Background: an optimization exercise with open tools, aiming at a short achievable clock period and few clock cycles per item. Do not read the settings as production practice.
The RTL was checked by simulation tests, not by an equivalence proof against the original design.
Power figures rest on the tool's default switching activity, not on a simulated workload.

**design/flow/design.v**
```verilog
package cache_pkg;
    typedef logic [32-1:0]   word_t;
    typedef logic [(4 * 32)-1:0]   line_t;
    typedef logic [(30 - 3 - 2)-1:0]    tag_t;
    typedef logic [3-1:0]  index_t;
    typedef logic [2-1:0] offset_t;
    typedef struct packed {
        tag_t    tag;
        index_t  index;
        offset_t offset;
    } proc_addr_t;
    typedef struct packed {
        logic                            read;
        logic                            write;
        logic [(30 - 2)-1:0] addr;
        line_t                           wdata;
    } mem_req_t;
    typedef enum logic [1:0] {
        LOOKUP,
        WRITEBACK,
        REFILL
    } cache_state_e;
endpackage
`timescale 1ns/1ps
module cache_tag_store
(
    input  logic       clk,
    input  logic       proc_reset,
    input  cache_pkg::proc_addr_t addr,
    input  logic       word_write_en,
    input  logic       refill_en,
    input  logic       wb_done,
    input  logic       refill_dirty,
    input  logic       load_mru,
    output logic       mru_hit,
    output logic [8-1:0] line_hit_n,
    output logic [8-1:0] dirty_bits,
    output logic [8*(30 - 3 - 2)-1:0] tags
);
    cache_pkg::tag_t tag_mem [8];
    logic [8-1:0] valid_bits;
    logic [8-1:0] line_sel;
    cache_dec8 u_dec (
        .sel(addr.index),
        .en (1'b1),
        .y  (line_sel)
    );
    for (genvar i = 0; i < 8; i++) begin : g_cmp
        assign tags[i*(30 - 3 - 2) +: (30 - 3 - 2)] = tag_mem[i];
        cache_tag_cmp u_cmp (
            .valid (valid_bits[i]),
            .sel   (line_sel[i]),
            .stored(tag_mem[i]),
            .tag   (addr.tag),
            .hit_n (line_hit_n[i])
        );
    end
    logic [(30 - 2)-1:0] mru_addr;
    logic                            mru_valid;
    cache_mru_cmp u_mru_cmp (
        .valid (mru_valid),
        .stored(mru_addr),
        .addr  ({addr.tag, addr.index}),
        .hit   (mru_hit)
    );
    always_ff @(posedge clk) begin
        if (proc_reset) begin
            mru_valid <= 1'b0;
        end else if (refill_en || load_mru) begin
            mru_valid <= 1'b1;
        end
    end
    always_ff @(posedge clk) begin
        if (refill_en || load_mru) begin
            mru_addr <= {addr.tag, addr.index};
        end
    end
    always_ff @(posedge clk) begin
        if (proc_reset) begin
            valid_bits <= '0;
            dirty_bits <= '0;
        end else if (refill_en) begin
            valid_bits[addr.index] <= 1'b1;
            dirty_bits[addr.index] <= refill_dirty;
        end else if (wb_done) begin
            dirty_bits[addr.index] <= 1'b0;
        end else if (word_write_en) begin
            dirty_bits[addr.index] <= 1'b1;
        end
    end
    always_ff @(posedge clk) begin
        if (refill_en) begin
            tag_mem[addr.index] <= addr.tag;
        end
    end
endmodule
module cache_tag_cmp
(
    input  logic            valid,
    input  logic            sel,
    input  cache_pkg::tag_t stored,
    input  cache_pkg::tag_t tag,
    output logic            hit_n
);
    logic [26:0] match;
    logic [8:0]  miss9;
    logic [2:0]  match3;
    for (genvar k = 0; k < (30 - 3 - 2); k++) begin : g_bit
        cache_xnor2 u_x (.a(stored[k]), .b(tag[k]), .y(match[k]));
    end
    assign match[25] = valid;
    assign match[26] = sel;
    for (genvar g = 0; g < 9; g++) begin : g_l2
        cache_nand3 u_n (.a(match[3*g]), .b(match[3*g+1]), .c(match[3*g+2]), .y(miss9[g]));
    end
    for (genvar g = 0; g < 3; g++) begin : g_l3
        cache_nor3 u_n (.a(miss9[3*g]), .b(miss9[3*g+1]), .c(miss9[3*g+2]), .y(match3[g]));
    end
    cache_nand3 u_l4 (.a(match3[0]), .b(match3[1]), .c(match3[2]), .y(hit_n));
endmodule
module cache_mru_cmp
(
    input  logic                            valid,
    input  logic [(30 - 2)-1:0] stored,
    input  logic [(30 - 2)-1:0] addr,
    output logic                            hit
);
    logic [27:0] match;
    logic [8:0]  miss9;
    logic [2:0]  match3;
    logic        miss_a;
    logic        miss_b;
    for (genvar k = 0; k < (30 - 2); k++) begin : g_bit
        cache_xnor2 u_x (.a(stored[k]), .b(addr[k]), .y(match[k]));
    end
    for (genvar g = 0; g < 9; g++) begin : g_l2
        cache_nand3 u_n (.a(match[3*g]), .b(match[3*g+1]), .c(match[3*g+2]), .y(miss9[g]));
    end
    for (genvar g = 0; g < 3; g++) begin : g_l3
        cache_nor3 u_n (.a(miss9[3*g]), .b(miss9[3*g+1]), .c(miss9[3*g+2]), .y(match3[g]));
    end
    cache_nand3 u_l4a (.a(match3[0]), .b(match3[1]), .c(match3[2]), .y(miss_a));
    cache_nand2 u_l4b (.a(match[27]), .b(valid), .y(miss_b));
    cache_nor2  u_l5  (.a(miss_a), .b(miss_b), .y(hit));
endmodule
module cache_nand2 (input logic a, input logic b, output logic y);
    assign y = !(a && b);
endmodule
module cache_xnor2 (input logic a, input logic b, output logic y);
    assign y = !(a ^ b);
endmodule
module cache_nand3 (input logic a, input logic b, input logic c, output logic y);
    assign y = !(a && b && c);
endmodule
module cache_nor3 (input logic a, input logic b, input logic c, output logic y);
    assign y = !(a || b || c);
endmodule
module cache_nand4 (input logic a, input logic b, input logic c, input logic d, output logic y);
    assign y = !(a && b && c && d);
endmodule
module cache_nor2 (input logic a, input logic b, output logic y);
    assign y = !(a || b);
endmodule
`timescale 1ns/1ps
module cache_data_store
(
    input  logic       clk,
    input  cache_pkg::proc_addr_t addr,
    input  cache_pkg::word_t      wdata,
    input  logic       word_write_en,
    input  logic       refill_en,
    input  logic       refill_write,
    input  logic       load_mru,
    input  logic       mem_ready,
    input  cache_pkg::line_t      refill_line,
    output cache_pkg::word_t      rdata,
    output cache_pkg::line_t      victim_line
);
    cache_pkg::line_t data_mem [8];
    cache_pkg::line_t merged_line;
    for (genvar w = 0; w < 4; w++) begin : g_word
        for (genvar h = 0; h < 2; h++) begin : g_half
            logic [8-1:0] line_sel;
            cache_dec8 u_dec (
                .sel(addr.index),
                .en (1'b1),
                .y  (line_sel)
            );
            for (genvar b = h*16; b < h*16 + 16; b++) begin : g_bit
                logic [8-1:0] col;
                for (genvar i = 0; i < 8; i++) begin : g_line
                    assign col[i] = data_mem[i][w*32 + b];
                end
                cache_ao8 u_ao (
                    .s(line_sel),
                    .d(col),
                    .y(victim_line[w*32 + b])
                );
            end
        end
    end
    cache_pkg::line_t mru_line;
    for (genvar h = 0; h < 2; h++) begin : g_rd_half
        logic [2*4-1:0] word_sel;
        cache_dec_word u_wdec (
            .off  (addr.offset),
            .ready(mem_ready),
            .y    (word_sel)
        );
        for (genvar b = h*16; b < h*16 + 16; b++) begin : g_rd
            logic [2*4-1:0] col;
            for (genvar w = 0; w < 4; w++) begin : g_w
                assign col[w]               = mru_line[w*32 + b];
                assign col[4+w]  = refill_line[w*32 + b];
            end
            cache_ao8 u_ao (
                .s(word_sel),
                .d(col),
                .y(rdata[b])
            );
        end
    end
    always_comb begin
        merged_line = refill_line;
        if (refill_write) begin
            merged_line[addr.offset * 32 +: 32] = wdata;
        end
    end
    always_ff @(posedge clk) begin
        if (refill_en) begin
            data_mem[addr.index] <= merged_line;
        end else if (word_write_en) begin
            data_mem[addr.index][addr.offset * 32 +: 32] <= wdata;
        end
    end
    always_ff @(posedge clk) begin
        if (refill_en) begin
            mru_line <= merged_line;
        end else if (load_mru) begin
            mru_line <= victim_line;
        end else if (word_write_en) begin
            mru_line[addr.offset * 32 +: 32] <= wdata;
        end
    end
endmodule
module cache_dec8
(
    input  logic [2:0] sel,
    input  logic       en,
    output logic [7:0] y
);
    always_comb begin
        for (int i = 0; i < 8; i++) begin
            y[i] = en && (sel == i[2:0]);
        end
    end
endmodule
module cache_dec_word
(
    input  logic [1:0] off,
    input  logic       ready,
    output logic [7:0] y
);
    always_comb begin
        for (int w = 0; w < 4; w++) begin
            y[w]   = !ready && (off == w[1:0]);
            y[4+w] = ready && (off == w[1:0]);
        end
    end
endmodule
module cache_ao8
(
    input  logic [7:0] s,
    input  logic [7:0] d,
    output logic       y
);
    assign y = |(s & d);
endmodule
`timescale 1ns/1ps
module cache_ctrl
(
    input  logic       read,
    input  logic       write,
    input  cache_pkg::proc_addr_t addr,
    input  logic [8-1:0] line_hit_n,
    input  logic [8-1:0] dirty_bits,
    input  logic [8*(30 - 3 - 2)-1:0] tags,
    input  logic       mem_ready,
    input  logic       mru_hit,
    output logic       load_mru,
    output logic       stall,
    output logic       word_write_en,
    output logic       refill_en,
    output logic       wb_done,
    output logic       mem_read,
    output logic       mem_write,
    output logic [(30 - 2)-1:0] mem_addr
);
    logic [8-1:0] line_sel;
    logic request;
    logic hit;
    logic miss;
    logic hit_lo;
    logic hit_hi;
    logic victim_dirty;
    cache_dec8 u_dec (
        .sel(addr.index),
        .en (1'b1),
        .y  (line_sel)
    );
    assign request      = read || write;
    cache_nand4 u_hit_lo (.a(line_hit_n[0]), .b(line_hit_n[1]), .c(line_hit_n[2]), .d(line_hit_n[3]), .y(hit_lo));
    cache_nand4 u_hit_hi (.a(line_hit_n[4]), .b(line_hit_n[5]), .c(line_hit_n[6]), .d(line_hit_n[7]), .y(hit_hi));
    cache_nor2  u_miss   (.a(hit_lo), .b(hit_hi), .y(miss));
    assign hit          = !miss;
    assign victim_dirty = |(line_sel & dirty_bits);
    assign refill_en     = request && mem_ready && !victim_dirty;
    assign wb_done       = request && mem_ready && victim_dirty;
    assign word_write_en = write && mru_hit;
    assign load_mru      = request && hit && !mru_hit;
    logic refill_done;
    assign refill_done = request && mem_ready && !victim_dirty;
    cache_nor2 u_stall (.a(mru_hit), .b(refill_done), .y(stall));
    logic no_read;
    logic no_write;
    assign no_read  = !request || victim_dirty;
    assign no_write = !request || !victim_dirty;
    cache_nor3 u_mem_read  (.a(hit_lo), .b(hit_hi), .c(no_read),  .y(mem_read));
    cache_nor3 u_mem_write (.a(hit_lo), .b(hit_hi), .c(no_write), .y(mem_write));
    for (genvar g = 0; g < 5; g++) begin : g_addr
        logic [8-1:0] sel;
        logic                     dirty;
        cache_dec8 u_dec (
            .sel(addr.index),
            .en (1'b1),
            .y  (sel)
        );
        assign dirty = |(sel & dirty_bits);
        for (genvar k = 5*g; k < 5*g + 5; k++) begin : g_bit
            logic [8-1:0] col;
            logic                     victim_bit;
            for (genvar i = 0; i < 8; i++) begin : g_line
                assign col[i] = tags[i*(30 - 3 - 2) + k];
            end
            cache_ao8 u_ao (
                .s(sel),
                .d(col),
                .y(victim_bit)
            );
            assign mem_addr[3 + k] = dirty ? victim_bit : addr.tag[k];
        end
    end
    assign mem_addr[3-1:0] = addr.index;
endmodule
`timescale 1ns/1ps
module cache_top
(
    input  logic                            clk,
    input  logic                            proc_reset,
    input  logic                            proc_read,
    input  logic                            proc_write,
    input  logic [30-1:0]     proc_addr,
    input  cache_pkg::word_t                           proc_wdata,
    output cache_pkg::word_t                           proc_rdata,
    output logic                            proc_stall,
    output logic                            mem_read,
    output logic                            mem_write,
    output logic [(30 - 2)-1:0] mem_addr,
    output cache_pkg::line_t                           mem_wdata,
    input  cache_pkg::line_t                           mem_rdata,
    input  logic                            mem_ready
);
    cache_pkg::proc_addr_t addr;
    logic [8-1:0] line_hit_n;
    logic [8-1:0] dirty_bits;
    logic [8*(30 - 3 - 2)-1:0] tags;
    logic  word_write_en;
    logic  refill_en;
    logic  wb_done;
    logic  mru_hit;
    logic  load_mru;
    assign addr = cache_pkg::proc_addr_t'(proc_addr);
    cache_tag_store u_tag_store (
        .clk          (clk),
        .proc_reset   (proc_reset),
        .addr         (addr),
        .word_write_en(word_write_en),
        .refill_en    (refill_en),
        .wb_done      (wb_done),
        .refill_dirty (proc_write),
        .load_mru     (load_mru),
        .mru_hit      (mru_hit),
        .line_hit_n   (line_hit_n),
        .dirty_bits   (dirty_bits),
        .tags         (tags)
    );
    cache_data_store u_data_store (
        .clk          (clk),
        .addr         (addr),
        .wdata        (proc_wdata),
        .word_write_en(word_write_en),
        .refill_en    (refill_en),
        .refill_write (proc_write),
        .load_mru     (load_mru),
        .mem_ready    (mem_ready),
        .refill_line  (mem_rdata),
        .rdata        (proc_rdata),
        .victim_line  (mem_wdata)
    );
    cache_ctrl u_ctrl (
        .read         (proc_read),
        .write        (proc_write),
        .addr         (addr),
        .line_hit_n   (line_hit_n),
        .dirty_bits   (dirty_bits),
        .tags         (tags),
        .mem_ready    (mem_ready),
        .mru_hit      (mru_hit),
        .load_mru     (load_mru),
        .stall        (proc_stall),
        .word_write_en(word_write_en),
        .refill_en    (refill_en),
        .wb_done      (wb_done),
        .mem_read     (mem_read),
        .mem_write    (mem_write),
        .mem_addr     (mem_addr)
    );
endmodule
```
**design/flow/flow/run.sh**
```bash
#!/bin/bash
# The standard layout (standard.sh, synthesis unchanged), except that the
# port buffers are a plain buffer cell instead of the delay cell that
# buffer_ports picks on its own, and the resizer may change a gate's
# footprint when it sizes it. The make output goes to flow.log here; each
# ORFS step keeps its own log under orfs/logs.
set -uo pipefail
export BUFFER_PORTS_ARGS="-buffer_cell sky130_fd_sc_hd__buf_8"
bash standard.sh MATCH_CELL_FOOTPRINT=0 finish > flow.log 2>&1
```
**design/flow/standard.sh**
```bash
#!/bin/bash
# synth_recipe.tcl (not shown) runs the flow's synth.tcl, then flattens the netlist and writes it again
# the make line also repeats each setting of config.mk as NAME=value (left out here)
make -C /OpenROAD-flow-scripts/flow DESIGN_CONFIG=/design/flow/config.mk WORK_HOME=/design/flow/orfs CLKGATE_MAP_FILE= SYNTH_SCRIPT=/design/flow/synth_recipe.tcl "${@:-finish}"
```
**design/flow/config.mk**
```make
export PLATFORM = sky130hd
export DESIGN_NAME = cache_top
export DESIGN_NICKNAME = cache_top
export VERILOG_FILES = /design/flow/design.v
export SDC_FILE = /design/flow/constraint.sdc
export NUM_CORES = 4
export LEC_CHECK = 0
export ABC_CLOCK_PERIOD_IN_PS = 1000
export CAP_MARGIN = 20
export CORE_MARGIN = 2
export CORE_UTILIZATION = 55
export SETUP_SLACK_MARGIN = 2.5
export SLEW_MARGIN = 20
export SYNTH_HIERARCHICAL = 1
export TNS_END_PERCENT = 20
```
**design/flow/constraint.sdc**
```tcl
create_clock -name core_clock -period 6.0 [get_ports {clk}]
set_input_delay 1.2000 -clock core_clock [delete_from_list [all_inputs] [get_ports {clk}]]
set_output_delay 1.2000 -clock core_clock [all_outputs]
set_load 0.01 [all_outputs]
```
==> results_dict.tcl, run 1 <==
set metrics [dict create \
    cts_max_path_buffers 3 \
    cts_buffers 148 \
    start_util_pct 55.3 \
    period_share_pct 70.2 \
    antenna_found_initial 20 \
    layout_commonest_cell "edfxtp_1" \
    core_um2 110000 \
    holdPathStages 1 \
    overflow 0 \
    dp_cells 6065 \
    clock_skew_ps 20.4 \
    clkPwrFrac_pct 37.9 \
    grt_max_degree 83 \
    clock_latency_ps 790 \
    leakagePower_nw 27.9 \
    fin_nets 5459 \
    switching_power_mw 6.09 \
    port_buffers 385 \
    dieArea_um2 113000 \
    tightest_slew_ps 1220 \
    grtUsageTotal_pct 44.0 \
    yosys_warnings 10 \
    startpoint_type "input pin" \
    crit_fanout 15 \
    yosysUniqueCellTypes 69 \
    wl_met1_mm 90.2 \
    crit_arrival_ps 3010 \
    hold_class "reg -> reg" \
    cp-end-kind "output pin" \
    layout-drive-gt1-share_pct 36.1 \
    vias_per_cell 7.39 \
    fmax_mhz 237 \
    avgSynthCellArea_um2 14.9 \
    routedWlPerCell_um 38.4 \
    dpl.hpwl_mm 149 \
    pwr-share-seq_pct 47.5 \
    finalCriticalPeriod_ps 4210 \
    synth_enable_flop_cells 1380 \
    netlist_instances 4093 \
    cts_tree "yes" \
    route.detailed.drc 0 \
    intPower_mw 17.7 \
    cts_sinks 1397 \
    power_frac_comb_pct 14.6 \
    critPathKind "in -> out" \
    holdWs_ps 477 \
    met2_length_mm 109 \
    worstHoldStart "u_tag_store.mru_valid" \
    hold_viol 0 \
    fin_cells 6870 \
    cts.hold.buffers_added 0 \
    firstDrtPassIters 11 \
    tns_ps 0 \
    io_pins 386 \
    syn_to_final_growth_pct 37.2 \
    maxCapViolCount 0 \
    timing.rr.end "u_data_store.mru_line[105]" \
    setup_viol 0 \
    fillCellCount 6804 \
    rows 122 \
    die_h_um 337 \
    r2r_cells 13 \
    synth_ff_type "edfxtp_1" \
    fp.dieW_um 337 \
    cts_root_buf "clkbuf_16" \
    drt_iter0_drc 9294 \
    ys_async_sr_fraction_pct 0 \
    antenna_left 0 \
    slew_violations 0 \
    gp_congestion 0.985 \
    holdPathEnd "u_tag_store.mru_valid" \
    htree_levels 4 \
    outcome "complete, no violations" \
    cp.required_ps 4800 \
    ys_seq_area_share_pct 68.6 \
    synth_seq_cells 1397 \
    r2r_slack_ps 2360 \
    drt_wl_total_mm 264 \
    ir_drop_uv 315 \
    vias 50700 \
    rsz0062_at_grt "yes" \
    cts.clk_slew.worst_paths_ps 60 \
    pre_cts_slack_ps 1120 \
    swShare_pct 25.6 \
    setup_ws_ps 1790 \
    worstReg2RegStart "u_tag_store.tag_mem[4][17]" \
    wl_met3_mm 43.5 \
    grt_first_pass_wirelength_mm 348 \
    syn-cell-area_um2 60900 \
    powerDensity_nw_per_um2 285 \
    grt_pass1_vias 45600 \
    final_cell_mix "1380 x edfxtp_1, 541 x a22oi_1, 403 x buf_4, 386 x buf_8, 311 x a22oi_2" \
    top_layer_used "met5" \
    slew_headroom_pct 18.5 \
]
[cells by family after synthesis]
group,after synthesis,synth area share (%)
other,3,0.0185
DFF,1397,68.6
adders and majority gates,11,0.226
and+or+nand+nor,808,9.00
AOI/OAI and AO/OA,1422,16.8
xor gates and xnor gates,230,3.35
muxes,40,0.737
buffers and inverters,182,1.30
[power by group through the flow]
stage          combinational (mW)  clock [mW]  sequential (mW)
4_1_cts                      3.04        9.00             11.3
5_1_grt                      3.50        9.40             11.3
2_1_floorplan                1.10           0             11.4
3_5_place_dp                 2.60           0             11.5
3_3_place_gp                 2.57           0             11.5
6_report                     3.47        9.05             11.3
[modules after synthesis, one instance, submodules excluded, a selection]
module	cells	area [µm²]	flip-flops and latches	times used
cache_nand3	1	5.00	0	90
cache_data_store	2288	41600	1152	1
cache_dec_word	8	65.1	0	2
cache_tag_store	323	7690	245	1
cache_dec8	8	96.3	0	15
cache_ao8	5	36.3	0	185
cache_nor3	1	10.0	0	29
cache_xnor2	1	8.76	0	228
cache_nand4	1	6.26	0	2
cache_nand2	1	3.75	0	1
cache_ctrl	68	603	0	1
cache_nor2	1	3.75	0	3
[final cells by class]
class,count,area (µm²),area share (%)
Sequential cell,1397,41800,50.0
Tap cell,1488,1860,2.23
Timing Repair Buffer,1038,13000,15.6
Inverter,12,51.3,0.0614
Antenna cell,12,30.0,0.0359
Multi-Input combinational cell,2656,22100,26.5
Clock inverter,87,846,1.01
Clock buffer,180,3870,4.63
[worst max path at each step]
stage / from / endpoint / slack, ps / cells past startpoint
after floorplan: proc_addr[4] / u_data_store.mru_line[0] / 2130 / 11
after global placement: proc_addr[4] / u_data_store.data_mem[2][96] / 940 / 8
after detailed placement: proc_addr[1] / u_data_store.data_mem[4][50] / 1120 / 7
after CTS: proc_addr[2] / mem_addr[6] / 2060 / 7
after global routing: proc_addr[0] / proc_rdata[27] / 1920 / 8
final: proc_addr[1] / proc_rdata[30] / 1790 / 5
[Yosys cell counts, types with 8 or more instances]
master     number  area, µm²
edfxtp_1     1380      41400
a22oi_1       852       6400
xnor2_1       228       2000
nand4_1       192       1200
o21ai_0       179        896
nand3_1       173        866
o22ai_1       142        888
clkbuf_1      111        417
a221oi_1       95        832
nand2_1        78        293
nor2b_1        64        400
nor2_1         60        225
and4bb_2       52        651
and4b_2        45        507
buf_2          38        190
mux2_2         31        349
a31oi_1        30        188
and2_1         30        188
nor3_2         29        290
a21boi_0       24        180
a22o_1         24        210
a311oi_1       24        210
dfxtp_1        17        340
nor4b_2        17        255
and4_2         15        150
ha_1           11        138
a211oi_1       10       75.1
buf_4          10       75.1
inv_1           9       33.8
o221ai_1        8       70.1
o2bb2ai_1       8       70.1
[flip-flops by register name (all words and copies together) (netlist names)]
| name | count |
|---|---|
| u_tag_store.mru_addr | 28 |
| u_tag_store.tag_mem | 200 |
| u_data_store.mru_line | 128 |
| u_tag_store.valid_bits | 8 |
| u_tag_store.dirty_bits | 8 |
| u_data_store.data_mem | 1024 |
| u_tag_store.mru_valid | 1 |
[per-layer routing]
layer,global-route usage [%],vias to the layer above
li1,-,19800
met1,57.1,25000
met2,61.4,4873
met3,19.0,1129
met4,25.2,25
met5,3.23,-
[critical path, stage by stage]
cell	delay, ps
clkbuf_16	220
and3b_4	280
a22oi_2	570
nand4_1	460
buf_8	260
[metrics by stage]
step	power, mW	utilization (%)	cell area [µm²]
finish	23.8	75.8	83600
global route	24.2	75.8	83600
CTS	23.3	72.5	79900
detailed placement	14.1	63.5	70000
global placement	14.0	63.4	69900
floorplan	12.5	-	61700
[timing repair]
item                                     CTS  global route
pin swaps                                279           289
gates cloned                              71            39
endpoints found under the setup margin  1670          1497
resized for setup                        407           400
buffers inserted                         272           144
Testbench counts, summed over its fixed seeds: cycles 77,759, accesses 32,000.
==> run 2: changes to the inputs <==
==> design/flow/flow/run.sh (replaced) <==
#!/bin/bash
# The standard layout (standard.sh, synthesis unchanged) with three
# changes: the port buffers are a plain buffer cell instead of the delay cell
# that buffer_ports picks on its own; the resizer may change a gate's
# footprint when it sizes it; and after global routing a greedy pass
# (upsize.tcl) gives the cells on the worst paths their best drive strength.
# The make output goes to flow.log here; each ORFS step keeps its own log
# under orfs/logs.
set -uo pipefail
here=$(cd "$(dirname "$0")" && pwd)
export BUFFER_PORTS_ARGS="-buffer_cell sky130_fd_sc_hd__buf_8"
export POST_GLOBAL_ROUTE_TCL="$here/post_grt.tcl"
bash standard.sh MATCH_CELL_FOOTPRINT=0 finish > flow.log 2>&1
==> design/flow/flow/post_grt.tcl (new file) <==
# After global routing and ORFS's own repair: give the cells on the worst
# paths their best drive strength with the global routing parasitics, then
# legalize, route the changed nets again and rewrite the route guides for
# detailed routing.
source [file join [file dirname [info script]] upsize.tcl]
estimate_parasitics -global_routing
report_worst_slack -max
ups_run 2 80
global_route -start_incremental
detailed_placement
global_route -end_incremental
check_placement -verbose
estimate_parasitics -global_routing
report_worst_slack -max
write_guides $::env(RESULTS_DIR)/route.guide
==> design/flow/flow/upsize.tcl (new file) <==
# Greedy sizing of the cells on the worst paths: each cell driving a net on
# one of the worst paths tries every drive strength of its own cell type and
# keeps the one that gives its path's endpoint the most slack without making
# the design's worst slack worse. Cell types never change, only drive strength.
proc ups_variants {cell_name} {
  if {![regexp {^(.*)_([0-9]+)$} $cell_name -> base drive]} { return {} }
  set out {}
  foreach lc [get_lib_cells */${base}_*] {
    set n [get_name $lc]
    if {![regexp "^${base}_\[0-9\]+\$" $n]} { continue }
    if {[get_property $lc dont_use]} { continue }
    lappend out $n
  }
  return $out
}

# replace_cell leaves the nets at the cell without estimated parasitics;
# estimate them again so that the timing seen is the real one
proc ups_swap {inst cell} {
  replace_cell $inst [get_lib_cells */$cell]
  foreach net [get_nets -quiet -of_objects [get_pins -of_objects $inst]] {
    est::estimate_parasitic_net $net
  }
}

proc ups_wns {} {
  return [sta::worst_slack_cmd max]
}

proc ups_end_slack {pin} {
  return [get_property $pin slack_max]
}

proc ups_run {passes paths_per_pass} {
  for {set pass 0} {$pass < $passes} {incr pass} {
    set start [ups_wns]
    set changed 0
    set work {}
    foreach pe [find_timing_paths -path_delay max -group_path_count $paths_per_pass -endpoint_path_count 1] {
      set ep [$pe pin]
      set insts {}
      foreach pin [[$pe path] pins] {
        if {[get_property $pin direction] ne "output"} { continue }
        set inst [$pin instance]
        if {$inst eq "NULL" || $inst eq ""} { continue }
        lappend insts $inst
      }
      lappend work [list $ep [lreverse $insts]]
    }
    foreach item $work {
      lassign $item ep insts
      foreach inst $insts {
        set cur [get_property $inst ref_name]
        if {[string match "*dly*" $cur] || [string match "*dl?tp*" $cur]} { continue }
        set floor [ups_wns]
        set best $cur
        set best_s [ups_end_slack $ep]
        foreach v [ups_variants $cur] {
          if {$v eq $cur} { continue }
          ups_swap $inst $v
          set s [ups_end_slack $ep]
          if {$s > $best_s + 2e-12 && [ups_wns] >= $floor - 1e-13} { set best $v; set best_s $s }
        }
        if {[get_property $inst ref_name] ne $best} {
          ups_swap $inst $best
        }
        if {$best ne $cur} { incr changed }
      }
    }
    set end [ups_wns]
    puts "upsize pass $pass: wns $start -> $end, $changed cells resized"
    if {$changed == 0} { break }
  }
}
--- a/design/flow/config.mk
+++ b/design/flow/config.mk
@@ -8,7 +8,7 @@
 export ABC_CLOCK_PERIOD_IN_PS = 1000
 export CAP_MARGIN = 20
 export CORE_MARGIN = 2
-export CORE_UTILIZATION = 55
+export CORE_UTILIZATION = 45
 export SETUP_SLACK_MARGIN = 2.5
 export SLEW_MARGIN = 20
 export SYNTH_HIERARCHICAL = 1
==> run 2 against run 1 <==
- count of clock-buffer cells in the layout grew 5
- still clean
- register-to-register slack worse by 110 ps
- sequential share of layout area fell by 1.2 points
- global-route usage shrank 7.1 points
- highest routed layer unchanged
- fmax grew 0.92%
- combinational power is 4% higher
- non-clock buffer count rose by 41
- critical endpoint is now proc_rdata[18]
- synthesized cell count did not move
- final area rose by 2.5%
- via count down 1.5%
- critical path type unchanged
==> results_dict.tcl, run 2 <==
set metrics [dict create \
    avgSynthCellArea_um2 14.9 \
    clock_latency_ps 820 \
    dp_cells 6350 \
    cts_sinks 1397 \
    cts.clk_slew.worst_paths_ps 60 \
    clock_skew_ps 41.7 \
    slew_violations 0 \
    maxCapViolCount 0 \
    ys_seq_area_share_pct 68.6 \
    fin_cells 7202 \
    use_met1_pct 47.4 \
    yosys.area.top_type "edfxtp_1" \
    cts.hold.buffers_added 0 \
    startpoint_type "input pin" \
    cp-end-kind "output pin" \
    route.detailed.drc 0 \
    port_buffers 385 \
    period_share_pct 69.5 \
    grt_max_degree 144 \
    worstReg2RegStart "u_tag_store.tag_mem[3][0]" \
    yosysMostFrequentCell "edfxtp_1" \
    crit_arrival_ps 2970 \
    r2r_cells 12 \
    htree_levels 4 \
    hold_class "reg -> reg" \
    holdPathStages 1 \
    slew_headroom_pct 23.8 \
    synthTopCellsByArea "edfxtp_1 68%, a22oi_1 10%, xnor2_1 3.3%, nand4_1 2.0%, o21ai_0 1.5%" \
    largest-register "u_data_store.data_mem" \
    total_power_mw 24.1 \
    cp-endpoint "proc_rdata[18]" \
    netlist_instances 4093 \
    final_cell_mix "1380 x edfxtp_1, 508 x a22oi_1, 377 x buf_4, 282 x buf_8, 270 x a22oi_2" \
    tns_ps 0 \
    routedWlPerCell_um 37.3 \
    synth_enable_flop_cells 1380 \
    fmax_mhz 240 \
    gr-usage-met2_pct 52.8 \
    rows 135 \
    leakagePower_nw 29.2 \
    r2r_slack_ps 2250 \
    layout-drive-gt1-share_pct 37.9 \
    grt_busiest_layer "met2" \
    largest_reg_flops 1024 \
    synth_seq_cells 1397 \
    die_h_um 372 \
    hold_viol 0 \
    yosysUniqueCellTypes 69 \
    dpl.hpwl_mm 153 \
    setup_viol 0 \
    vias_per_cell 6.94 \
    start_util_pct 45.1 \
    vias 50000 \
    syn_to_final_growth_pct 40.6 \
    gr-usage-met3_pct 15.6 \
    yosys_warnings 10 \
    gp_congestion 0.981 \
    cp.required_ps 4800 \
    synth_common_cells "1380 x edfxtp_1, 852 x a22oi_1, 228 x xnor2_1, 192 x nand4_1, 179 x o21ai_0" \
    syn-cell-area_um2 60900 \
    fin_nets 5497 \
    cts_setup_buffers 341 \
    firstDrtPassIters 9 \
    finalCriticalPeriod_ps 4170 \
    antenna_found_initial 16 \
    post_cts_resized 472 \
    timing.rr.end "u_data_store.mru_line[122]" \
    synth_ff_type "edfxtp_1" \
    antenna_left 0 \
    cts_buffers 149 \
    overflow 0 \
    drt_iter0_drc 8483 \
    grt_first_pass_wirelength_mm 356 \
    yosysTopAreaCellShare_pct 68.0 \
    grt_pass1_vias 45700 \
    final_core_util_pct 63.5 \
    grtUsageTotal_pct 36.9 \
    ir_drop_uv 236 \
    cts_root_buf "clkbuf_16" \
    cts_tree "yes" \
    ys_async_sr_fraction_pct 0 \
    outcome "complete, no violations" \
    tightest_slew_ps 1140 \
    holdWs_ps 484 \
    crit_start "mem_ready" \
    powerDensity_nw_per_um2 281 \
    top_regs "u_data_store.data_mem x1024, u_tag_store.tag_mem x200, u_data_store.mru_line x128" \
    fp.dieW_um 372 \
    dieArea_um2 138000 \
    drt_wl_total_mm 269 \
    io_pins 386 \
    crit_fanout 6 \
    layout_commonest_cell "edfxtp_1" \
    critPathKind "in -> out" \
    cts_max_path_buffers 3 \
    core_um2 135000 \
]
==> run 2: cell counts after synthesis <==
Identical to the previous run, type by type.
==> run 2: critical path, cell delays in order <==
cell	delay (ps)
buf_12	120
buf_12	140
buf_12	130
and3_4	220
a22oi_2	670
nand4_4	270
buf_1	200
==> run 2: modules after synthesis, one instance, submodules excluded, excerpt <==
module | cells inside | copies in the design
cache_tag_store | 323 | 1
cache_xnor2 | 1 | 228
cache_ctrl | 68 | 1
cache_dec8 | 8 | 15
cache_nand3 | 1 | 90
cache_nand2 | 1 | 1
cache_nand4 | 1 | 2
cache_data_store | 2288 | 1
==> run 2: kinds of logic (layout without fill, tap and decap cells) <==
group | count (synthesis) | in the layout | synth area share (%)
other | 3 | 138 | 0.0185
DFF | 1397 | 1397 | 68.6
xor gates and xnor gates | 230 | 230 | 3.35
buffers and inverters | 182 | 1354 | 1.30
muxes | 40 | 40 | 0.737
AOI/OAI and AO/OA | 1422 | 1422 | 16.8
adders and majority gates | 11 | 11 | 0.226
and+or+nand+nor | 808 | 829 | 9.00
==> run 2: worst min-delay path by stage <==
stage                                   start                   endpoint
floorplan           u_tag_store.valid_bits[0]  u_tag_store.valid_bits[0]
global placement        u_tag_store.mru_valid      u_tag_store.mru_valid
detailed placement      u_tag_store.mru_valid      u_tag_store.mru_valid
CTS                     u_tag_store.mru_valid      u_tag_store.mru_valid
finish                  u_tag_store.mru_valid      u_tag_store.mru_valid
==> run 2: area by class of cell <==
class,count,area [µm²]
Timing Repair Buffer,1079,12900
Sequential cell,1397,41800
Antenna cell,18,45.0
Clock inverter,78,795
Tap cell,1781,2230
Fill cell,9716,49300
Inverter,12,72.6
Multi-Input combinational cell,2652,23800
Clock buffer,185,3960
==> run 2: where the power goes <==
| part | total (mW) | internal [mW] | leakage (nW) | switching, mW |
|---|---|---|---|---|
| Clock | 9.17 | 5.24 | 2.31 | 3.93 |
| Combinational | 3.60 | 1.54 | 14.4 | 2.07 |
| Sequential | 11.3 | 11.2 | 12.5 | 0.166 |
| Total | 24.1 | 17.9 | 29.2 | 6.16 |
==> run 2: metal layers <==
| layer | vias up | wire, µm |
|---|---|---|
| met5 | - | 66 |
| met2 | 4221 | 115000 |
| met1 | 25000 | 96000 |
| met4 | 4 | 17800 |
| li1 | 19900 | - |
| met3 | 919 | 39700 |
==> run 2: through the flow <==
stage	instance area [µm²]	setup WS, ps
finish	85700	1830
CTS	81400	2020
detailed placement	70200	905
global placement	70200	549
floorplan	61700	2130
==> run 3: changes to the inputs <==
--- a/design/flow/config.mk
+++ b/design/flow/config.mk
@@ -8,7 +8,7 @@
 export ABC_CLOCK_PERIOD_IN_PS = 1000
 export CAP_MARGIN = 20
 export CORE_MARGIN = 2
-export CORE_UTILIZATION = 45
+export CORE_UTILIZATION = 40
 export SETUP_SLACK_MARGIN = 2.5
 export SLEW_MARGIN = 20
 export SYNTH_HIERARCHICAL = 1
==> run 3 against run 2 <==
- global-route usage decreased by 4.3 points
- combinational power about the same
- worst hold slack got worse by 16 ps
- final cell count increased by 3.3%
- sequential share of layout area decreased by 0.51 points
- critical path type unchanged
==> results_dict.tcl, run 3 <==
set metrics [dict create \
    layout_commonest_cell "edfxtp_1" \
    largest_reg_flops 1024 \
    setup_viol 0 \
    hold_viol 0 \
    cts_setup_buffers 372 \
    yosys.area_share.simple_pct 9.00 \
    cp.required_ps 4800 \
    yosys-mux-area-fraction_pct 0.737 \
    grt_pass1_vias 45900 \
    final_cell_mix "1380 x edfxtp_1, 432 x a22oi_1, 336 x buf_4, 329 x a22oi_2, 286 x buf_6" \
    post_cts_resized 665 \
    cts_max_path_buffers 3 \
    fmax_mhz 245 \
    core_um2 152000 \
    pwr-share-seq_pct 47.4 \
    rows 143 \
    dpl.hpwl_mm 157 \
    synth_enable_flop_cells 1380 \
    ys_seq_area_share_pct 68.6 \
    vias_per_cell 6.77 \
    fillCellCount 11700 \
    fin_cells 7438 \
    intPower_mw 17.8 \
    cts_root_buf "clkbuf_16" \
    io_pins 386 \
    critPathKind "in -> out" \
    avgSynthCellArea_um2 14.9 \
    overflow 0 \
    netlist_instances 4093 \
    met2_length_mm 114 \
    fin_area_um2 86600 \
    start_util_pct 40.2 \
    syn-cell-area_um2 60900 \
    crit_fanout 8 \
    layout-drive-gt1-share_pct 39.3 \
    drt_wl_total_mm 271 \
    maxCapViolCount 0 \
    yosys_warnings 10 \
    power_frac_comb_pct 15.1 \
    fp.dieW_um 394 \
    dp_cells 6579 \
    cts_buffers 147 \
    finalCriticalPeriod_ps 4090 \
    slowest_stage "a22oi_1" \
    port_buffers 385 \
    die_h_um 394 \
    synthTopCellsByArea "edfxtp_1 68%, a22oi_1 10%, xnor2_1 3.3%, nand4_1 2.0%, o21ai_0 1.5%" \
    final_core_util_pct 57.1 \
    antenna_found_initial 21 \
    cts_sinks 1397 \
    tightest_slew_ps 1190 \
    fin_nets 5480 \
    slew_violations 0 \
    cts_tree "yes" \
    routedWlPerCell_um 36.4 \
    outcome "complete, no violations" \
    powerDensity_nw_per_um2 277 \
    ys_async_sr_fraction_pct 0 \
    holdWs_ps 468 \
    synth_seq_cells 1397 \
    synth-xor-area-share_pct 3.35 \
    htree_levels 4 \
    placed_area_um2 70400 \
    yosysUniqueCellTypes 69 \
    tns_ps 0 \
    firstDrtPassIters 12 \
    largest-register "u_data_store.data_mem" \
    yosys.area.top_type "edfxtp_1" \
    grtUsageTotal_pct 32.7 \
    setup_ws_ps 1910 \
    syn_to_final_growth_pct 42.1 \
    cts.clk_slew.worst_paths_ps 60 \
    wl_met1_mm 96.9 \
    total_power_mw 23.9 \
    yosysMostFrequentCell "edfxtp_1" \
    path_cells "clkbuf_16, and3b_4, buf_4, a22oi_1, nand4_1, buf_8" \
    synth_compound_area_share_pct 16.8 \
    swShare_pct 25.7 \
    top_layer_used "met5" \
    antenna_left 0 \
    top_regs "u_data_store.data_mem x1024, u_tag_store.tag_mem x200, u_data_store.mru_line x128" \
    leakagePower_nw 29.4 \
    crit_arrival_ps 2890 \
    synth_common_cells "1380 x edfxtp_1, 852 x a22oi_1, 228 x xnor2_1, 192 x nand4_1, 179 x o21ai_0" \
    cts.hold.buffers_added 0 \
    clock_skew_ps 45.1 \
    pre_cts_slack_ps 923 \
    hold_class "reg -> reg" \
    switching_power_mw 6.14 \
    synth_ff_type "edfxtp_1" \
    gp_congestion 0.957 \
    route.detailed.drc 0 \
    grt_first_pass_wirelength_mm 360 \
    yosysTopAreaCellShare_pct 68.0 \
    period_share_pct 68.2 \
    grt_max_degree 93 \
    cp_slowest_stage_delay_ps 450 \
    synth_top_family_by_area "compound AO/OA/AOI/OAI gates" \
    slew_headroom_pct 20.4 \
    wl_met3_mm 41.9 \
    startpoint_type "input pin" \
    vias 50400 \
    drt_iter0_drc 9489 \
    dieArea_um2 155000 \
    ir_drop_uv 222 \
    synth_fa_ha_area_share_pct 0.226 \
    clkPwrFrac_pct 37.5 \
    clock_latency_ps 830 \
    cp-end-kind "output pin" \
]
-- run 3: per-module statistics from Yosys, one instance, submodules excluded, excerpt --
module	flip-flops and latches	cell area [µm²]	times used
cache_tag_store	245	7690	1
cache_nand2	0	3.75	1
cache_data_store	1152	41600	1
cache_ao8	0	36.3	185
cache_dec_word	0	65.1	2
cache_dec8	0	96.3	15
cache_ctrl	0	603	1
cache_nor3	0	10.0	29
cache_xnor2	0	8.76	228
cache_nand3	0	5.00	90
-- run 3: path summary, 6_finish.rpt --
| path | start | cells after the start | to | slack, ps |
|---|---|---|---|---|
| worst min register to register | u_tag_store.mru_valid | 1 | u_tag_store.mru_valid | 470 |
| worst max register to register | u_tag_store.dirty_bits[3] | 12 | u_data_store.mru_line[90] | 2280 |
| worst max-delay path | proc_addr[0] | 6 | proc_rdata[8] | 1910 |
| worst min-delay path | u_tag_store.mru_valid | 1 | u_tag_store.mru_valid | 470 |
-- run 3: area by class of cell --
type                            instances  area [µm²]  share of cell area [%]
Timing Repair Buffer                 1068       13200                    15.2
Inverter                               12        60.1                  0.0694
Multi-Input combinational cell       2648       24300                    28.1
Tap cell                             2030        2540                    2.93
Antenna cell                           17        42.5                  0.0491
Clock inverter                         76         692                   0.799
Clock buffer                          190        3960                    4.57
Sequential cell                      1397       41800                    48.3
-- run 3: critical path: cells and delay by family --
kind                   cells  cell delay [ps]
AND/OR/NAND/NOR            2              680
buffers and inverters      3              540
AO/OA/AOI/OAI              1              450
-- run 3: power by group through the flow --
stage	registers [mW]	clock network (mW)	logic (mW)
floorplan	11.4	0	1.10
global placement	11.5	0	2.63
detailed placement	11.5	0	2.65
CTS	11.3	8.98	3.27
finish	11.3	8.98	3.62
-- run 3: cells by family (layout without fill, tap and decap cells) --
logic type / Yosys count / after routing
buf+inv: 182 / 1346
fa+ha+maj: 11 / 11
simple gates: 808 / 825
compound gates: 1422 / 1422
other cells: 3 / 137
flops: 1397 / 1397
mux: 40 / 40
xor+xnor: 230 / 230
-- run 3: per-layer routing --
layer / track usage, % / up-vias
met4: 17.9 / 12
met2: 45.8 / 4468
met1: 42.6 / 25200
li1: - / 19800
met5: 0.708 / -
met3: 13.6 / 920
==> run 4: changes to the inputs <==
--- a/design/flow/config.mk
+++ b/design/flow/config.mk
@@ -8,7 +8,7 @@
 export ABC_CLOCK_PERIOD_IN_PS = 1000
 export CAP_MARGIN = 20
 export CORE_MARGIN = 2
-export CORE_UTILIZATION = 40
+export CORE_UTILIZATION = 50
 export SETUP_SLACK_MARGIN = 2.5
 export SLEW_MARGIN = 20
 export SYNTH_HIERARCHICAL = 1
==> run 4 against run 3 <==
- final area down 2.8%
- critical path depth grew 2
- still clean
- via count decreased by 2.1%
- utilization up 12 points
- die area is 20% lower
- worst setup slack better by 110 ps
- sequential power hardly changed
- flip-flop and latch count did not move
- highest routed layer unchanged
- critical endpoint is now mem_wdata[103]
- non-clock buffer count is 87 lower
==> results_dict.tcl, run 4 <==
set metrics [dict create \
    drt_iter0_drc 8176 \
    grtUsageTotal_pct 38.3 \
    tightest_slew_ps 1210 \
    cts_root_buf "clkbuf_16" \
    setup_viol 0 \
    vias 49300 \
    route.detailed.drc 0 \
    r2r_slack_ps 2330 \
    ys_seq_area_share_pct 68.6 \
    clock_latency_ps 780 \
    ir_drop_uv 297 \
    firstDrtPassIters 8 \
    synth_common_cells "1380 x edfxtp_1, 852 x a22oi_1, 228 x xnor2_1, 192 x nand4_1, 179 x o21ai_0" \
    cts_tree "yes" \
    grt_max_degree 129 \
    top_regs "u_data_store.data_mem x1024, u_tag_store.tag_mem x200, u_data_store.mru_line x128" \
    dpl.hpwl_mm 150 \
    cts_buffers 145 \
    largest_reg_flops 1024 \
    netlist_instances 4093 \
    synth_enable_flop_cells 1380 \
    synth_ff_type "edfxtp_1" \
    final_cell_mix "1380 x edfxtp_1, 476 x a22oi_1, 333 x buf_4, 323 x a22oi_2, 295 x buf_8" \
    dieArea_um2 125000 \
    holdPathEnd "u_tag_store.mru_valid" \
    vias_per_cell 7.11 \
    antenna_left 0 \
    ys_async_sr_fraction_pct 0 \
    period_share_pct 66.3 \
    overflow 0 \
    worstReg2RegStart "u_tag_store.tag_mem[7][1]" \
    cp-end-kind "output pin" \
    antenna_found_initial 12 \
    grt_pass1_vias 44400 \
    timing.rr.end "u_data_store.mru_line[118]" \
    maxCapViolCount 0 \
    start_util_pct 50.2 \
    drt_wl_total_mm 256 \
    worstHoldStart "u_tag_store.mru_valid" \
    yosys.area_share.simple_pct 9.00 \
    tns_ps 0 \
    synth_seq_cells 1397 \
    yosysTopAreaCellShare_pct 68.0 \
    yosys-mux-area-fraction_pct 0.737 \
    routedWlPerCell_um 37.0 \
    layout_commonest_cell "edfxtp_1" \
    yosysUniqueCellTypes 69 \
    synth_fa_ha_area_share_pct 0.226 \
    fillCellCount 8401 \
    yosys_warnings 10 \
    clock_skew_ps 28.3 \
    r2r_cells 14 \
    crit_arrival_ps 2780 \
    leakagePower_nw 28.1 \
    crit_fanout 8 \
    die_h_um 353 \
    gp_congestion 0.947 \
    critPathKind "in -> out" \
    core_um2 121000 \
    syn-cell-area_um2 60900 \
    hold_viol 0 \
    port_buffers 385 \
    slew_violations 0 \
    largest-register "u_data_store.data_mem" \
    synth_top_family_by_area "compound AO/OA/AOI/OAI gates" \
    finalCriticalPeriod_ps 3980 \
    powerDensity_nw_per_um2 278 \
    holdWs_ps 468 \
    avgSynthCellArea_um2 14.9 \
    synth-xor-area-share_pct 3.35 \
    holdPathStages 1 \
    synth_compound_area_share_pct 16.8 \
    fp.dieW_um 353 \
    outcome "complete, no violations" \
    fin_nets 5399 \
    cp.required_ps 4800 \
    cts_max_path_buffers 3 \
    cts.clk_slew.worst_paths_ps 60 \
    fmax_mhz 251 \
    slew_headroom_pct 19.0 \
    yosys.area.top_type "edfxtp_1" \
    startpoint_type "input pin" \
    syn_to_final_growth_pct 38.0 \
    hold_class "reg -> reg" \
    layout-drive-gt1-share_pct 36.8 \
    cts_sinks 1397 \
    cts.hold.buffers_added 0 \
    post_cts_resized 451 \
    io_pins 386 \
    cts_setup_buffers 264 \
    grt_first_pass_wirelength_mm 339 \
    htree_levels 4 \
    yosysMostFrequentCell "edfxtp_1" \
    rows 128 \
    synthTopCellsByArea "edfxtp_1 68%, a22oi_1 10%, xnor2_1 3.3%, nand4_1 2.0%, o21ai_0 1.5%" \
]
## run 4: cell counts after synthesis
No cell type changed its count.
## run 4: worst max-delay path: stages
cell and delay (ps):
clkbuf_16 170, buf_12 170, nor4b_4 510, buf_12 250, a22oi_4 100, nand4_2 90, buf_8 130, buf_6 100
## run 4: power by group
part           internal (mW)  switching, mW
combinational           1.43           1.94
sequential              11.2          0.164
clock                   4.84           3.81
## run 4: cell families (layout without fill, tap and decap cells)
group,after synthesis,count (layout)
AOI/OAI and AO/OA,1422,1422
other,3,129
buffers and inverters,182,1249
adders and majority gates,11,11
DFF,1397,1397
and+or+nand+nor,808,831
xor gates and xnor gates,230,230
muxes,40,42
## run 4: cell type report
type | instances | area [µm²] | share of cell area [%]
Clock inverter | 80 | 636 | 0.756
Inverter | 12 | 65.1 | 0.0774
Antenna cell | 9 | 22.5 | 0.0268
Sequential cell | 1397 | 41800 | 49.7
Tap cell | 1625 | 2030 | 2.42
Clock buffer | 176 | 3820 | 4.54
Timing Repair Buffer | 981 | 12100 | 14.4
Multi-Input combinational cell | 2656 | 23600 | 28.1
## run 4: per-module statistics from Yosys, one instance, submodules excluded, a selection
module,flops+latches,cell area [µm²]
cache_tag_store,245,7690
cache_dec_word,0,65.1
cache_ctrl,0,603
cache_xnor2,0,8.76
cache_ao8,0,36.3
cache_dec8,0,96.3
cache_nor3,0,10.0
cache_nand3,0,5.00
cache_nand4,0,6.26
cache_nor2,0,3.75
cache_data_store,1152,41600
cache_nand2,0,3.75
## run 4: worst max path at each step
stage / slack (ps) / startpoint / end
final: 2020 / proc_addr[2] / mem_wdata[103]
after CTS: 2060 / proc_addr[4] / mem_addr[11]
after global placement: 1000 / proc_addr[2] / u_data_store.mru_line[40]
after detailed placement: 960 / proc_addr[2] / u_data_store.mru_line[39]
after floorplan: 2130 / proc_addr[4] / u_data_store.mru_line[0]
## run 4: layer usage
metal,vias up,share of wire [%],routed length (µm),global-route usage (%)
met5,-,0.010,26,0
met2,4040,43,110000,54.9
met1,24800,36,93100,52.4
met4,4,6.6,16800,20.0
li1,19600,-,-,-
met3,815,14,36400,12.0
## run 4: stage by stage
stage	total power, mW	instances	cell area, µm²	worst slack (ps)	utilization [%]
after floorplan	12.5	4210	61700	2130	-
after global placement	14.0	6194	70000	997	57.7
final	23.3	6936	84100	2020	69.3
after detailed placement	14.1	6194	70000	958	57.7
after CTS	23.0	6782	79900	2060	65.8
==> run 5: changes to the inputs <==
--- a/design/flow/flow/post_grt.tcl
+++ b/design/flow/flow/post_grt.tcl
@@ -5,7 +5,7 @@
 source [file join [file dirname [info script]] upsize.tcl]
 estimate_parasitics -global_routing
 report_worst_slack -max
-ups_run 2 80
+ups_run 3 80
 global_route -start_incremental
 detailed_placement
 global_route -end_incremental
--- a/design/flow/config.mk
+++ b/design/flow/config.mk
@@ -9,6 +9,7 @@
 export CAP_MARGIN = 20
 export CORE_MARGIN = 2
 export CORE_UTILIZATION = 50
+export PLACE_DENSITY = 0.55
 export SETUP_SLACK_MARGIN = 2.5
 export SLEW_MARGIN = 20
 export SYNTH_HIERARCHICAL = 1
==> run 5 against run 4 <==
- still clean
- combinational power up 4%
- utilization up 1.9 points
- count of clock-buffer cells in the layout up 8
- synthesized cell count unchanged
- via count up 1.3%
- worst setup slack worse by 11 ps
- sequential power about the same
- total power up 3.9%
- synthesized area unchanged
- critical endpoint is now mem_wdata[7]
- highest routed layer unchanged
==> results_dict.tcl, run 5 <==
set metrics [dict create \
    htree_levels 4 \
    cts.hold.buffers_added 0 \
    vias 50000 \
    cts_max_path_buffers 3 \
    port_buffers 385 \
    fin_area_um2 86400 \
    yosysMostFrequentCell "edfxtp_1" \
    die_h_um 353 \
    placed_area_um2 70100 \
    pre_cts_slack_ps 975 \
    hold_viol 0 \
    setup_ws_ps 2010 \
    cts_tree "yes" \
    path_common_cell "buf_8" \
    yosysTopAreaCellShare_pct 68.0 \
    finalCriticalPeriod_ps 3990 \
    fmax_mhz 251 \
    outcome "complete, no violations" \
    start_util_pct 50.2 \
    synth_ff_type "edfxtp_1" \
    tns_ps 0 \
    fin_nets 5455 \
    dpl.hpwl_mm 152 \
    dieArea_um2 125000 \
    slew_violations 0 \
    netlist_instances 4093 \
    cts_sinks 1397 \
    rows 128 \
    drt_wl_total_mm 262 \
    crit_fanout 8 \
    powerDensity_nw_per_um2 280 \
    period_share_pct 66.5 \
    antenna_found_initial 15 \
    path_cells "buf_12, buf_8, buf_8, nor4b_4, buf_6, buf_12, a22oi_4, nand4_2, buf_8, buf_6" \
    largest-register "u_data_store.data_mem" \
    maxCapViolCount 0 \
    hold_class "reg -> reg" \
    cp_slowest_stage_delay_ps 350 \
    tightest_slew_ps 1160 \
    core_um2 121000 \
    synthTopCellsByArea "edfxtp_1 68%, a22oi_1 10%, xnor2_1 3.3%, nand4_1 2.0%, o21ai_0 1.5%" \
    layout-drive-gt1-share_pct 39.9 \
    ys_async_sr_fraction_pct 0 \
    gp_congestion 0.967 \
    drt_iter0_drc 8304 \
    top_regs "u_data_store.data_mem x1024, u_tag_store.tag_mem x200, u_data_store.mru_line x128" \
    grt_first_pass_wirelength_mm 349 \
    cts_setup_buffers 325 \
    clock_latency_ps 820 \
    routedWlPerCell_um 37.5 \
    syn-cell-area_um2 60900 \
    critPathKind "in -> out" \
    vias_per_cell 7.14 \
    largest_reg_flops 1024 \
    io_pins 386 \
    fillCellCount 8196 \
    leakagePower_nw 29.7 \
    final_core_util_pct 71.2 \
    grtUsageTotal_pct 39.5 \
    cp-end-kind "output pin" \
    route.detailed.drc 0 \
    cts_buffers 152 \
    final_cell_mix "1380 x edfxtp_1, 424 x a22oi_1, 335 x buf_4, 325 x a22oi_2, 271 x buf_6" \
    slowest_stage "nor4b_4" \
    firstDrtPassIters 7 \
    crit_arrival_ps 2790 \
    grt_max_degree 115 \
    yosysUniqueCellTypes 69 \
    layout_commonest_cell "edfxtp_1" \
    startpoint_type "input pin" \
    ys_seq_area_share_pct 68.6 \
    syn_to_final_growth_pct 41.9 \
    cts.clk_slew.worst_paths_ps 60 \
    overflow 0 \
    yosys_warnings 10 \
    synth_enable_flop_cells 1380 \
    cp.required_ps 4800 \
    ir_drop_uv 333 \
    slew_headroom_pct 22.6 \
    antenna_left 0 \
    cts_root_buf "clkbuf_16" \
    setup_viol 0 \
    grt_pass1_vias 45800 \
    clock_skew_ps 33.4 \
    synth_seq_cells 1397 \
    yosys.area.top_type "edfxtp_1" \
    post_cts_resized 574 \
    avgSynthCellArea_um2 14.9 \
    synth_common_cells "1380 x edfxtp_1, 852 x a22oi_1, 228 x xnor2_1, 192 x nand4_1, 179 x o21ai_0" \
    fp.dieW_um 353 \
]
run 5: cell types whose count changed in the layout (fill, tap and decap cells not counted), moves of 13 or more:
cell	delta
nand4_1	-42
clkbuf_16	+14
xnor2_2	+13
a22oi_1	-52
buf_6	+76
buf_12	+19
buf_1	-13
a22oi_4	+50
buf_8	-44
nand4_2	+35
xnor2_1	-17
run 5: worst max-delay path, delay by kind of cell:
family          cells  cell delay, ps
buf+inv             7            1000
compound gates      1              90
simple gates        2             460
run 5: metrics by stage:
step,power [mW],hold WS (ps),std cells
2_1_floorplan,12.5,436,4210
3_3_place_gp,14.1,448,6205
3_5_place_dp,14.1,454,6206
4_1_cts,23.8,467,6883
6_report,24.2,467,7004
run 5: cells by family (layout without fill, tap and decap cells):
group	Yosys count	count (layout)	share of synthesized area [%]
compound gates	1422	1422	16.8
flops	1397	1397	68.6
simple gates	808	830	9.00
xor+xnor	230	230	3.35
buf+inv	182	1318	1.30
mux	40	41	0.737
fa+ha+maj	11	11	0.226
other cells	3	130	0.0185
run 5: layer usage:
metal | global-route usage (%) | share of wire (%) | routed length (µm) | vias to the layer above
li1 | - | - | - | 19800
met1 | 52.7 | 36 | 95200 | 25200
met2 | 57.6 | 44 | 114000 | 4102
met3 | 12.8 | 13 | 35100 | 871
met4 | 21.5 | 6.7 | 17600 | 14
met5 | 0 | 0.13 | 354 | -
run 5: final cells by class:
class,instances,area (µm²),share of cell area [%]
clock inverters,90,896,1.04
repair buffers,1032,12800,14.8
diodes,10,25.0,0.0289
inverters,12,51.3,0.0593
clock buffers,184,4030,4.66
well taps,1625,2030,2.35
flip-flops and latches,1397,41800,48.3
multi-input cells,2654,24900,28.8
run 5: per-module statistics from Yosys (local to each module, per instance), a selection:
module            cell area [µm²]  flip-flops and latches
cache_ao8                    36.3                       0
cache_ctrl                    603                       0
cache_data_store            41600                    1152
cache_dec8                   96.3                       0
cache_dec_word               65.1                       0
cache_nand2                  3.75                       0
cache_nand3                  5.00                       0
cache_nand4                  6.26                       0
cache_nor2                   3.75                       0
cache_nor3                   10.0                       0
cache_tag_store              7690                     245
cache_xnor2                  8.76                       0
run 5: worst paths after layout:
| kind | slack (ps) | cells after the start | from | end |
|---|---|---|---|---|
| min | 470 | 1 | u_tag_store.mru_valid | u_tag_store.mru_valid |
| max | 2010 | 10 | proc_addr[4] | mem_wdata[7] |
| min reg2reg | 470 | 1 | u_tag_store.mru_valid | u_tag_store.mru_valid |
| max reg2reg | 2270 | 9 | u_tag_store.dirty_bits[4] | u_data_store.data_mem[5][106] |
run 5: where the power goes:
group | switching (mW) | internal (mW)
clock | 4.03 | 5.38
sequential | 0.183 | 11.2
combinational | 1.98 | 1.51
==> run 6: changes to the inputs <==
--- a/design/flow/design.v
+++ b/design/flow/design.v
@@ -201,23 +201,22 @@
     end
     cache_pkg::line_t mru_line;
     for (genvar h = 0; h < 2; h++) begin : g_rd_half
-        logic [2*4-1:0] word_sel;
-        cache_dec_word u_wdec (
-            .off  (addr.offset),
-            .ready(mem_ready),
-            .y    (word_sel)
-        );
+        logic [4-1:0] copy_sel;
+        logic [4-1:0] refill_sel;
+        cache_dec4 u_cdec (.sel(addr.offset), .y(copy_sel));
+        cache_dec4 u_rdec (.sel(addr.offset), .y(refill_sel));
         for (genvar b = h*16; b < h*16 + 16; b++) begin : g_rd
-            logic [2*4-1:0] col;
+            logic [4-1:0] copy_col;
+            logic [4-1:0] refill_col;
+            logic                    copy_word;
+            logic                    refill_word;
             for (genvar w = 0; w < 4; w++) begin : g_w
-                assign col[w]               = mru_line[w*32 + b];
-                assign col[4+w]  = refill_line[w*32 + b];
+                assign copy_col[w]   = mru_line[w*32 + b];
+                assign refill_col[w] = refill_line[w*32 + b];
             end
-            cache_ao8 u_ao (
-                .s(word_sel),
-                .d(col),
-                .y(rdata[b])
-            );
+            cache_ao4 u_cao (.s(copy_sel),   .d(copy_col),   .y(copy_word));
+            cache_ao4 u_rao (.s(refill_sel), .d(refill_col), .y(refill_word));
+            cache_mux2 u_mux (.s(mem_ready), .a(copy_word), .b(refill_word), .y(rdata[b]));
         end
     end
     always_comb begin
@@ -255,19 +254,34 @@
         end
     end
 endmodule
-module cache_dec_word
+module cache_dec4
 (
-    input  logic [1:0] off,
-    input  logic       ready,
-    output logic [7:0] y
+    input  logic [1:0] sel,
+    output logic [3:0] y
 );
     always_comb begin
         for (int w = 0; w < 4; w++) begin
-            y[w]   = !ready && (off == w[1:0]);
-            y[4+w] = ready && (off == w[1:0]);
+            y[w] = (sel == w[1:0]);
         end
     end
 endmodule
+module cache_ao4
+(
+    input  logic [3:0] s,
+    input  logic [3:0] d,
+    output logic       y
+);
+    assign y = |(s & d);
+endmodule
+module cache_mux2
+(
+    input  logic s,
+    input  logic a,
+    input  logic b,
+    output logic y
+);
+    assign y = s ? b : a;
+endmodule
 module cache_ao8
 (
     input  logic [7:0] s,
--- a/design/flow/flow/post_grt.tcl
+++ b/design/flow/flow/post_grt.tcl
@@ -5,7 +5,7 @@
 source [file join [file dirname [info script]] upsize.tcl]
 estimate_parasitics -global_routing
 report_worst_slack -max
-ups_run 3 80
+ups_run 2 80
 global_route -start_incremental
 detailed_placement
 global_route -end_incremental
--- a/design/flow/config.mk
+++ b/design/flow/config.mk
@@ -9,7 +9,6 @@
 export CAP_MARGIN = 20
 export CORE_MARGIN = 2
 export CORE_UTILIZATION = 50
-export PLACE_DENSITY = 0.55
 export SETUP_SLACK_MARGIN = 2.5
 export SLEW_MARGIN = 20
 export SYNTH_HIERARCHICAL = 1
==> run 6 against run 5 <==
- count of clock-buffer cells in the layout increased by 2
- die area rose by 0.80%
- final area fell by 1.8%
- clock skew fell by 1.2 ps
==> results_dict.tcl, run 6 <==
set metrics [dict create \
    crit_arrival_ps 2800 \
    route.detailed.drc 0 \
    cts_root_buf "clkbuf_16" \
    syn-cell-area_um2 61400 \
    syn_to_final_growth_pct 38.2 \
    slew_violations 0 \
    cp.required_ps 4800 \
    crit_start "proc_addr[4]" \
    final_core_util_pct 69.7 \
    rows 128 \
    dp_cells 6289 \
    hold_viol 0 \
    layout_commonest_cell "edfxtp_1" \
    hold_class "reg -> reg" \
    leakagePower_nw 29.3 \
    clock_skew_ps 32.2 \
    cp.depth 9 \
    path_cells "buf_12, clkbuf_16, buf_8, and4b_4, buf_12, a22oi_4, nand4_2, buf_6, buf_6" \
    grtUsageTotal_pct 41.8 \
    dpl.hpwl_mm 163 \
    setup_viol 0 \
    ys_seq_area_share_pct 68.0 \
    antenna_found_initial 27 \
    fmax_mhz 250 \
    synth_enable_flop_cells 1380 \
    io_pins 386 \
    fin_nets 5494 \
    overflow 0 \
    synth_common_cells "1380 x edfxtp_1, 852 x a22oi_1, 228 x xnor2_1, 179 x o21ai_0, 173 x nand3_1" \
    cts.clk_slew.worst_paths_ps 60 \
    synthTopCellsByArea "edfxtp_1 67%, a22oi_1 10%, xnor2_1 3.3%, nand4_1 1.6%, o21ai_0 1.5%" \
    pre_cts_slack_ps 384 \
    largest_reg_flops 1024 \
    dieArea_um2 126000 \
    yosys_warnings 10 \
    avgSynthCellArea_um2 14.8 \
    grt_max_degree 102 \
    finalCriticalPeriod_ps 4000 \
    start_util_pct 50.4 \
    critPathKind "in -> out" \
    cts_tree "yes" \
    final_cell_mix "1380 x edfxtp_1, 527 x a22oi_1, 361 x buf_4, 297 x buf_8, 253 x a22oi_2" \
    vias 50300 \
    post_cts_resized 606 \
    grt_first_pass_wirelength_mm 366 \
    htree_levels 4 \
    worstReg2RegStart "u_tag_store.dirty_bits[5]" \
    timing.rr.end "u_data_store.mru_line[118]" \
    die_h_um 355 \
    port_buffers 385 \
    cts_sinks 1397 \
    core_um2 122000 \
    maxCapViolCount 0 \
    synth_top_family_by_area "compound AO/OA/AOI/OAI gates" \
    tns_ps 0 \
    yosys.area.top_type "edfxtp_1" \
    grt_pass1_vias 46200 \
    total_power_mw 24.2 \
    yosysUniqueCellTypes 70 \
    critPathBufInv 6 \
    cts_setup_buffers 331 \
    cts.hold.buffers_added 0 \
    synth-xor-area-share_pct 3.32 \
    drt_wl_total_mm 273 \
    setup_ws_ps 2000 \
    yosysMostFrequentCell "edfxtp_1" \
    antenna_left 0 \
    tightest_slew_ps 1330 \
    synth_ff_type "edfxtp_1" \
    top_regs "u_data_store.data_mem x1024, u_tag_store.tag_mem x200, u_data_store.mru_line x128" \
    netlist_instances 4157 \
    path_delay_family "buffers and inverters" \
    firstDrtPassIters 8 \
    crit_fanout 8 \
    startpoint_type "input pin" \
    fp.dieW_um 355 \
    largest-register "u_data_store.data_mem" \
    yosysTopAreaCellShare_pct 67.5 \
    r2r_cells 9 \
    gp_congestion 1.03 \
    drt_iter0_drc 8394 \
    period_share_pct 66.6 \
    fin_area_um2 84900 \
    cts_max_path_buffers 3 \
    yosys.area_share.simple_pct 8.96 \
    ys_async_sr_fraction_pct 0 \
    holdWs_ps 476 \
    vias_per_cell 7.13 \
    cp-endpoint "mem_wdata[101]" \
    cts_buffers 151 \
    slew_headroom_pct 11.3 \
    layout-drive-gt1-share_pct 37.4 \
    placed_area_um2 70800 \
    outcome "complete, no violations" \
    slowest_stage "and4b_4" \
    synth_compound_area_share_pct 16.7 \
    r2r_slack_ps 2340 \
    synth_seq_cells 1397 \
    ir_drop_uv 313 \
    cp-end-kind "output pin" \
    powerDensity_nw_per_um2 286 \
    fin_cells 7045 \
    yosys-mux-area-fraction_pct 1.51 \
    synth_fa_ha_area_share_pct 0.224 \
    cp_slowest_stage_delay_ps 250 \
    routedWlPerCell_um 38.8 \
    clock_latency_ps 810 \
]
==> run 6: changes by cell type after synthesis, moves of 6 or more <==
cell     previous run  this run
nand2_1            78       142
nor3b_1             7         1
nand4_1           192       160
mux2_4              2        34
and3b_2             6         0
==> run 6: report_power, final <==
group / internal, mW / switching (mW)
logic: 1.49 / 2.06
registers: 11.2 / 0.191
clock network: 5.30 / 4.03
total: 18.0 / 6.28
==> run 6: logic make-up after synthesis <==
kind of cell | count (synthesis)
other | 3
buffers and inverters | 182
DFF | 1397
and+or+nand+nor | 840
adders and majority gates | 11
muxes | 72
xor gates and xnor gates | 230
AOI/OAI and AO/OA | 1422
==> run 6: routing by layer <==
layer	part of all wire [%]	vias up	GRT usage, %
met4	6.0	14	20.1
met2	41	4356	57.2
met3	16	841	18.3
met1	36	25200	56.7
li1	-	19800	-
met5	0.045	-	0.302
==> run 6: how the worst min path moves through the flow <==
stage                         startpoint                         to  slack, ps  depth (start not counted)
3_5_place_dp       u_tag_store.mru_valid      u_tag_store.mru_valid        460                          1
2_1_floorplan  u_tag_store.valid_bits[0]  u_tag_store.valid_bits[0]        440                          2
4_1_cts            u_tag_store.mru_valid      u_tag_store.mru_valid        470                          1
6_report           u_tag_store.mru_valid      u_tag_store.mru_valid        480                          1
3_3_place_gp       u_tag_store.mru_valid      u_tag_store.mru_valid        450                          1
==> run 6: cell type report <==
type,instances,area [µm²]
multi-input cells,2724,23900
fillers,8260,37000
flip-flops and latches,1397,41800
repair buffers,1002,12300
diodes,9,22.5
clock inverters,90,895
inverters,12,57.6
clock buffers,186,3970
well taps,1625,2030
==> run 6: worst reg2reg max path, delay by kind of cell, from the launching register on <==
kind / cells / cell delay [ps]
flip-flops: 1 / 940
AO/OA/AOI/OAI: 3 / 760
AND/OR/NAND/NOR: 2 / 290
buffers and inverters: 4 / 1500
==> run 6: Yosys stat by module (local to each module, per instance), a selection <==
module            cells  flip-flops and latches  area, µm²
cache_ao4             3                       0       18.8
cache_ao8             5                       0       36.3
cache_ctrl           68                       0        603
cache_data_store   2288                    1152      41600
cache_dec4            4                       0       26.3
cache_dec8            8                       0       96.3
cache_mux2            1                       0       15.0
cache_nand2           1                       0       3.75
cache_nand3           1                       0       5.00
cache_nand4           1                       0       6.26
cache_nor2            1                       0       3.75
cache_nor3            1                       0       10.0
cache_tag_store     323                     245       7690
cache_xnor2           1                       0       8.76
Testbench counts of run 6, summed over its fixed seeds: cycles 77,759, accesses 32,000.

port drivers added, routing unchanged:
Ports are ideal in the flow. The routed layouts listed here were re-timed in OpenROAD.
Step 1 (the two cells are an assumption about what drives the block):
set clk [get_ports {clk}]
set_driving_cell -lib_cell sky130_fd_sc_hd__clkbuf_16 $clk
set_driving_cell -lib_cell sky130_fd_sc_hd__buf_2 [delete_from_list [all_inputs] $clk]
Step 2 moves the port delays by t, midway between the first and last clock arrival at a register: inputs arrive t later, outputs are due t later. That takes back most of the time a late clock gives input paths.
a / b / c = no drivers / after step 1 / after step 2; a / b = the first two.
| run | t, ns | setup WS [ns] | worst setup path after step 2 | worst data-port slew with drivers (ns) |
|---|---|---|---|---|
| run 1 | 0.871 | 1.789 / 1.257 / 0.858 | input to register | 0.87 |
| run 2 | 0.887 | 1.828 / 1.444 / 0.820 | input to register | 0.70 |
| run 3 | 0.888 | 1.911 / 1.415 / 0.936 | input to register | 0.55 |
| run 4 | 0.847 | 2.021 / 1.521 / 0.885 | input to register | 0.63 |
| run 5 | 0.881 | 2.009 / 1.542 / 0.909 | input to register | 0.60 |
| run 6 | 0.883 | 2.004 / 1.371 / 0.811 | input to register | 0.86 |
After both steps setup and hold are still met in every run listed. The setup slack of run 6, which loses most, moves by -0.633 ns with the drivers and by -1.193 ns with both steps.
